Background: an optimization exercise with open tools, aiming at small area, a short achievable clock period and few clock cycles. Do not read the settings as production practice.
At most, simulation tests tie the RTL to the original design; equivalence was not proved.
Power and IR drop assume default switching activity.

## hid_keyboard_report_to_key_events_core
module hid_keyboard_report_to_key_events_core (
  input  logic        clk_i,
  input  logic        rst_ni,
  input  logic        in_valid_i,
  output logic        in_stall_o,
  input  logic [55:0] in_data_i,
  output logic        out_valid_o,
  input  logic        out_stall_i,
  output logic [9:0]  out_data_o
);
Size: ~1400 cells after synthesis, ~150 flip-flops, about 72 I/O pins.
clock: 5.0 ns
lec_check: 0
abc_area: 1
abc_clock_period_in_ps: 1900
cap_margin: 20
core_margin: 2
core_utilization: 40
cts_buf_list: sky130_fd_sc_hd__clkbuf_4 sky130_fd_sc_hd__clkbuf_8
setup_slack_margin: 3.1
slew_margin: 20
standard.sh (not shown) runs the stock make flow with config.mk's settings and CLKGATE_MAP_FILE= SYNTH_SCRIPT=/design/flow/synth_recipe.tcl, a recipe that flattens the netlist after the stock synthesis.
==> flow/flow/run.sh <==
#!/bin/bash
# Standard layout, with the port buffers made of plain buffer cells
# (buffer_ports picks a delay cell by default).
export BUFFER_PORTS_ARGS="-buffer_cell sky130_fd_sc_hd__buf_2"
bash standard.sh > standard.log 2>&1
Testbench counts at the start, summed over its fixed seeds: cycles 13,752.
Edit:
--- a/flow/config.mk
+++ b/flow/config.mk
@@ -8,3 +8,3 @@
 export ABC_AREA = 1
-export ABC_CLOCK_PERIOD_IN_PS = 1900
+export ABC_CLOCK_PERIOD_IN_PS = 2300
 export CAP_MARGIN = 20
@@ -12,4 +12,3 @@
 export CORE_UTILIZATION = 40
-export CTS_BUF_LIST = sky130_fd_sc_hd__clkbuf_4 sky130_fd_sc_hd__clkbuf_8
-export SETUP_SLACK_MARGIN = 3.1
+export SETUP_SLACK_MARGIN = 2.7
 export SLEW_MARGIN = 20
Outcome: Via count goes down by 4.0%. Power decreases by 3.4%. Cell area shrinks by 7.7%. Worst setup slack got worse by 0.16 ns. Final cell count fell by about 3.7%.
Edit:
--- a/flow/config.mk
+++ b/flow/config.mk
@@ -8,3 +8,3 @@
 export ABC_AREA = 1
-export ABC_CLOCK_PERIOD_IN_PS = 2300
+export ABC_CLOCK_PERIOD_IN_PS = 5000
 export CAP_MARGIN = 20
@@ -12,3 +12,4 @@
 export CORE_UTILIZATION = 40
-export SETUP_SLACK_MARGIN = 2.7
+export CTS_BUF_LIST = sky130_fd_sc_hd__clkbuf_4 sky130_fd_sc_hd__clkbuf_8
+export SETUP_SLACK_MARGIN = 2.9
 export SLEW_MARGIN = 20
After rerunning: Worst setup slack improved by 0.15 ns. Worst hold slack got worse by 0.012 ns. Sequential share of layout area hardly moves. Routed wire length goes up by about 0.4%. Via count goes up by about 1.6%. Utilization hardly moves. Total power goes down by 5.7%. Final area barely changes. Global-route usage goes up by 0.14 points. Combinational power goes up by about 7%.
Edit:
--- a/flow/config.mk
+++ b/flow/config.mk
@@ -8,3 +8,3 @@
 export ABC_AREA = 1
-export ABC_CLOCK_PERIOD_IN_PS = 5000
+export ABC_CLOCK_PERIOD_IN_PS = 2000
 export CAP_MARGIN = 20
@@ -13,3 +13,3 @@
 export CTS_BUF_LIST = sky130_fd_sc_hd__clkbuf_4 sky130_fd_sc_hd__clkbuf_8
-export SETUP_SLACK_MARGIN = 2.9
+export SETUP_SLACK_MARGIN = 3.0
 export SLEW_MARGIN = 20
Effect: The changed run ran to the end with no violations; area after synthesis is unchanged; maximum frequency stays flat; sequential cell count is unchanged; combinational power rises by a few percent.
Edit:
--- a/flow/config.mk
+++ b/flow/config.mk
@@ -8,3 +8,3 @@
 export ABC_AREA = 1
-export ABC_CLOCK_PERIOD_IN_PS = 2000
+export ABC_CLOCK_PERIOD_IN_PS = 2100
 export CAP_MARGIN = 20
@@ -13,3 +13,3 @@
 export CTS_BUF_LIST = sky130_fd_sc_hd__clkbuf_4 sky130_fd_sc_hd__clkbuf_8
-export SETUP_SLACK_MARGIN = 3.0
+export SETUP_SLACK_MARGIN = 2.9
 export SLEW_MARGIN = 20
Effect: The new run ran to the end with no violations. Worst hold slack got worse by 0.014 ns. Total power fell by 4.6%. Design area falls by 2.9%. Clock-buffer cell count does not change. Utilization goes down by 1.3 points.


Another version of the RTL of hid_keyboard_report_to_key_events_core (not shown whole).
For scale: ~1300 cells after synthesis, roughly 160 flip-flops, roughly 72 I/O pins, about 11000 µm² of cells after synthesis.
clock: 5.0 ns
lec_check: 0
abc_clock_period_in_ps: 2300
cap_margin: 20
core_margin: 2
core_utilization: 40
setup_slack_margin: 2.7
slew_margin: 20
run.sh (not shown) runs the stock make flow with config.mk's settings and CLKGATE_MAP_FILE= SYNTH_SCRIPT=/design/flow/synth_recipe.tcl, a recipe that flattens the netlist after the stock synthesis.
Stock flow here: none of the scripts above is used.
The first run produced a clean layout.
Next try:
--- a/flow/config.mk
+++ b/flow/config.mk
@@ -6,8 +6,6 @@
 export NUM_CORES = 4
 export LEC_CHECK = 0
-export ABC_CLOCK_PERIOD_IN_PS = 2300
 export CAP_MARGIN = 20
 export CORE_MARGIN = 2
 export CORE_UTILIZATION = 40
-export SETUP_SLACK_MARGIN = 2.7
 export SLEW_MARGIN = 20
Effect:
- worst hold slack improves by 0.0038 ns
- routed wire length went down by 4.9%
- global-route usage went down by 1.6 points
- setup slack degrades by 0.85 ns
- final area went down by 7.0%
No run of this note included a check of the RTL's function; only the layout flow was run.


== job 5634 ==
hid_keyboard_report_to_key_events_core, a different RTL version from the one above (not shown whole).
Size in the first run: roughly 1300 cells after synthesis, roughly 72 I/O pins, about 0.0099 mm² of cells after synthesis.
clock: 5.0 ns
lec_check: 0
abc_area: 1
abc_clock_period_in_ps: 2300
cap_margin: 20
core_margin: 2
core_utilization: 40
cts_buf_list: sky130_fd_sc_hd__clkbuf_4 sky130_fd_sc_hd__clkbuf_8
setup_slack_margin: 2.7
slew_margin: 20
standard.sh (not shown) runs the stock make flow with config.mk's settings and CLKGATE_MAP_FILE= SYNTH_SCRIPT=/design/flow/synth_recipe.tcl, a recipe that flattens the netlist after the stock synthesis.
Scripts as last shown in full above: flow/flow/run.sh
Job 5634 completed every stage of the flow, and the final layout passed the timing, design-rule and antenna checks.
Testbench counts of job 5634, summed over its fixed seeds: cycles 13,752.
Here is what was changed in the inputs of job 2802 compared with job 5634.
- changing ABC_CLOCK_PERIOD_IN_PS from 2300 to 2100
- removing ABC_AREA (formerly 1)
- changing SETUP_SLACK_MARGIN from 2.7 to 2.9
==> comparison <==
Relative to job 5634, the delay contributed by the slowest stage of the critical path of job 2802 is lower by 0.05 ns. Going from job 5634 to job 2802, non-clock buffer count rose 26, global-route usage fell 3.2 points, switching share of total power fell 3.4 points, clock network fraction of design power fell 2.1 points, wire length of the first global-routing pass fell about 10%. Job 2802 vs. job 5634: area after synthesis rose by about 1.4%; design area rose by about 5%. Run comparison: job 5634 top routing layer in use met5; job 2802 top routing layer in use met4. sky130_fd_sc_hd__nand2_1 as the most common library cell in the layout ignoring fill and taps was reported by job 5634, and sky130_fd_sc_hd__xor2_1 by job 2802.
The following lists how job 5114 was set up differently from job 2802:
- ABC_AREA now 1, previously not set
==> flow/run.sh (new file) <==
#!/bin/bash
# synth_recipe.tcl (not shown) runs the flow's synth.tcl, then flattens the netlist and writes it again
# the make line also repeats each setting of config.mk as NAME=value (left out here)
make -C /OpenROAD-flow-scripts/flow DESIGN_CONFIG=/design/flow/config.mk WORK_HOME=/design/flow/orfs CLKGATE_MAP_FILE= SYNTH_SCRIPT=/design/flow/synth_recipe.tcl finish
removed: flow/flow/run.sh
removed: flow/standard.sh
[summary]
The kind of critical path comes out reg -> reg in one run and in -> reg in the other, namely in job 2802 and job 5114 respectively. Per the comparison of job 5114 with job 2802, overall power went down about 15%, global routing met1 resource utilization increased 4.4 points, final period demand of the worst path has decreased.
The following lists how job 9244 was set up differently from job 5114:
==> flow/flow/run.sh (new file) <==
#!/bin/bash
# Standard layout, with the port buffers made of plain buffer cells
# (buffer_ports picks a delay cell by default).
export BUFFER_PORTS_ARGS="-buffer_cell sky130_fd_sc_hd__buf_2"
bash standard.sh > standard.log 2>&1
==> flow/standard.sh (new file) <==
#!/bin/bash
# synth_recipe.tcl (not shown) runs the flow's synth.tcl, then flattens the netlist and writes it again
# the make line also repeats each setting of config.mk as NAME=value (left out here)
make -C /OpenROAD-flow-scripts/flow DESIGN_CONFIG=/design/flow/config.mk WORK_HOME=/design/flow/orfs CLKGATE_MAP_FILE= SYNTH_SCRIPT=/design/flow/synth_recipe.tcl "${@:-finish}"
removed: flow/run.sh
==> comparison <==
in_data_i[45] as the startpoint of the most critical setup path was reported by job 5114, and cur_q[5] by job 9244.
Per the comparison of job 9244 with job 5114, power saw a decrease, cell total after placement saw little to no change, required time at the worst-slack endpoint saw a decrease.
Relative to job 9244, the following input files were edited for job 1798:
- changing CORE_UTILIZATION from 40 to 60
- setting PLACE_DENSITY to 0.75 for the first time
## What came out
In job 1798 relative to job 9244, mean number of vias per cell had gone up by more than 10%.
Delta (job 1798 minus job 9244): power share of the clock group saw an increase, global-route wire length before repair moved down.
Job 1798 ends up with lower logic depth of the worst path, buffers included than job 9244 does.
Changes observed in job 1798 relative to job 9244: wire length on met2 lower; overall die height lower; global routing met1 resource utilization higher.
Looking at uppermost signal routing layer after detailed routing, the met4 result is from job 1798; the met5 one comes from job 9244.


Another version of the RTL of hid_keyboard_report_to_key_events_core (not shown whole).
Size: ~72 I/O pins, roughly 10000 um^2 of cells after synthesis.
clock: 5.0 ns
lec_check: 0
abc_area: 1
abc_clock_period_in_ps: 2000
cap_margin: 20
core_margin: 2
core_utilization: 40
cts_buf_list: sky130_fd_sc_hd__clkbuf_4 sky130_fd_sc_hd__clkbuf_8
setup_slack_margin: 3.0
slew_margin: 20
==> flow/flow/run.sh <==
#!/bin/bash
# Standard layout, with the port buffers made of plain buffer cells
# (buffer_ports picks a delay cell by default).
export BUFFER_PORTS_ARGS="-buffer_cell sky130_fd_sc_hd__buf_2"
bash standard.sh > standard.log 2>&1
Next try:
Settings changed: ABC_CLOCK_PERIOD_IN_PS 2000 to 2100, SETUP_SLACK_MARGIN 3.0 to 2.9.
Result:
- count of clock-buffer cells in the layout does not change
- non-clock buffer count fell by 28
- wire length went down by 1.0%
- final cell count shrinks by 1.6%
No run of this note included a check of the RTL's function; only the layout flow was run.

[afterwards: timing with drivers on the ports]
The results above use ideal ports. As a check the final layouts listed here were re-extracted and re-timed, cells and wires unchanged.
Step 1 sets driving cells, clkbuf_16 on the clock port and buf_2 on the other inputs (assumed; they add their load-dependent delay and slew).
Step 2 times the ports against the registers' clock, not the clock port: input delays grow and output delays shrink by t, the midpoint of the rising clock arrivals with the driver on.
a / b / c = ideal / step 1 / step 2; a / b = the first two.
run | t (ns) | slack for setup (ns) | worst setup path after step 2 | worst data-port slew with drivers (ns)
the first run of note 1 | 0.515 | 2.973 / 2.926 / 2.638 | input to register | 0.07
the second run of note 1 | 0.485 | 2.817 / 2.838 / 2.362 | input to register | 0.06
the third run of note 1 | 0.514 | 2.963 / 2.918 / 2.480 | input to register | 0.03
the fourth run of note 1 | 0.513 | 2.967 / 2.920 / 2.572 | input to register | 0.06
the fifth run of note 1 | 0.514 | 2.963 / 2.918 / 2.480 | input to register | 0.03
the first run of note 2 | 0.480 | 1.686 / 1.686 / 1.433 | input to register | 0.07
the second run of note 2 | 0.479 | 0.839 / 0.839 / 0.563 | input to register | 0.05
job 5634 | 0.502 | 2.830 / 2.841 / 2.350 | input to register | 0.08
job 2802 | 0.491 | 2.677 / 2.677 / 2.452 | input to register | 0.10
job 5114 | 0.517 | 2.924 / 2.914 / 2.397 | input to register | 0.07
job 9244 | 0.508 | 2.958 / 2.934 / 2.504 | input to register | 0.09
job 1798 | 0.510 | 2.890 / 2.890 / 2.443 | input to register | 0.04
the first run of note 4 | 0.504 | 2.974 / 2.931 / 2.529 | input to register | 0.05
the second run of note 4 | 0.495 | 2.879 / 2.879 / 2.419 | input to register | 0.03
After both steps setup and hold are still met in every run listed. For job 5114, which loses most, drivers alone change the setup slack by -0.010 ns; drivers and shift together by -0.527 ns.
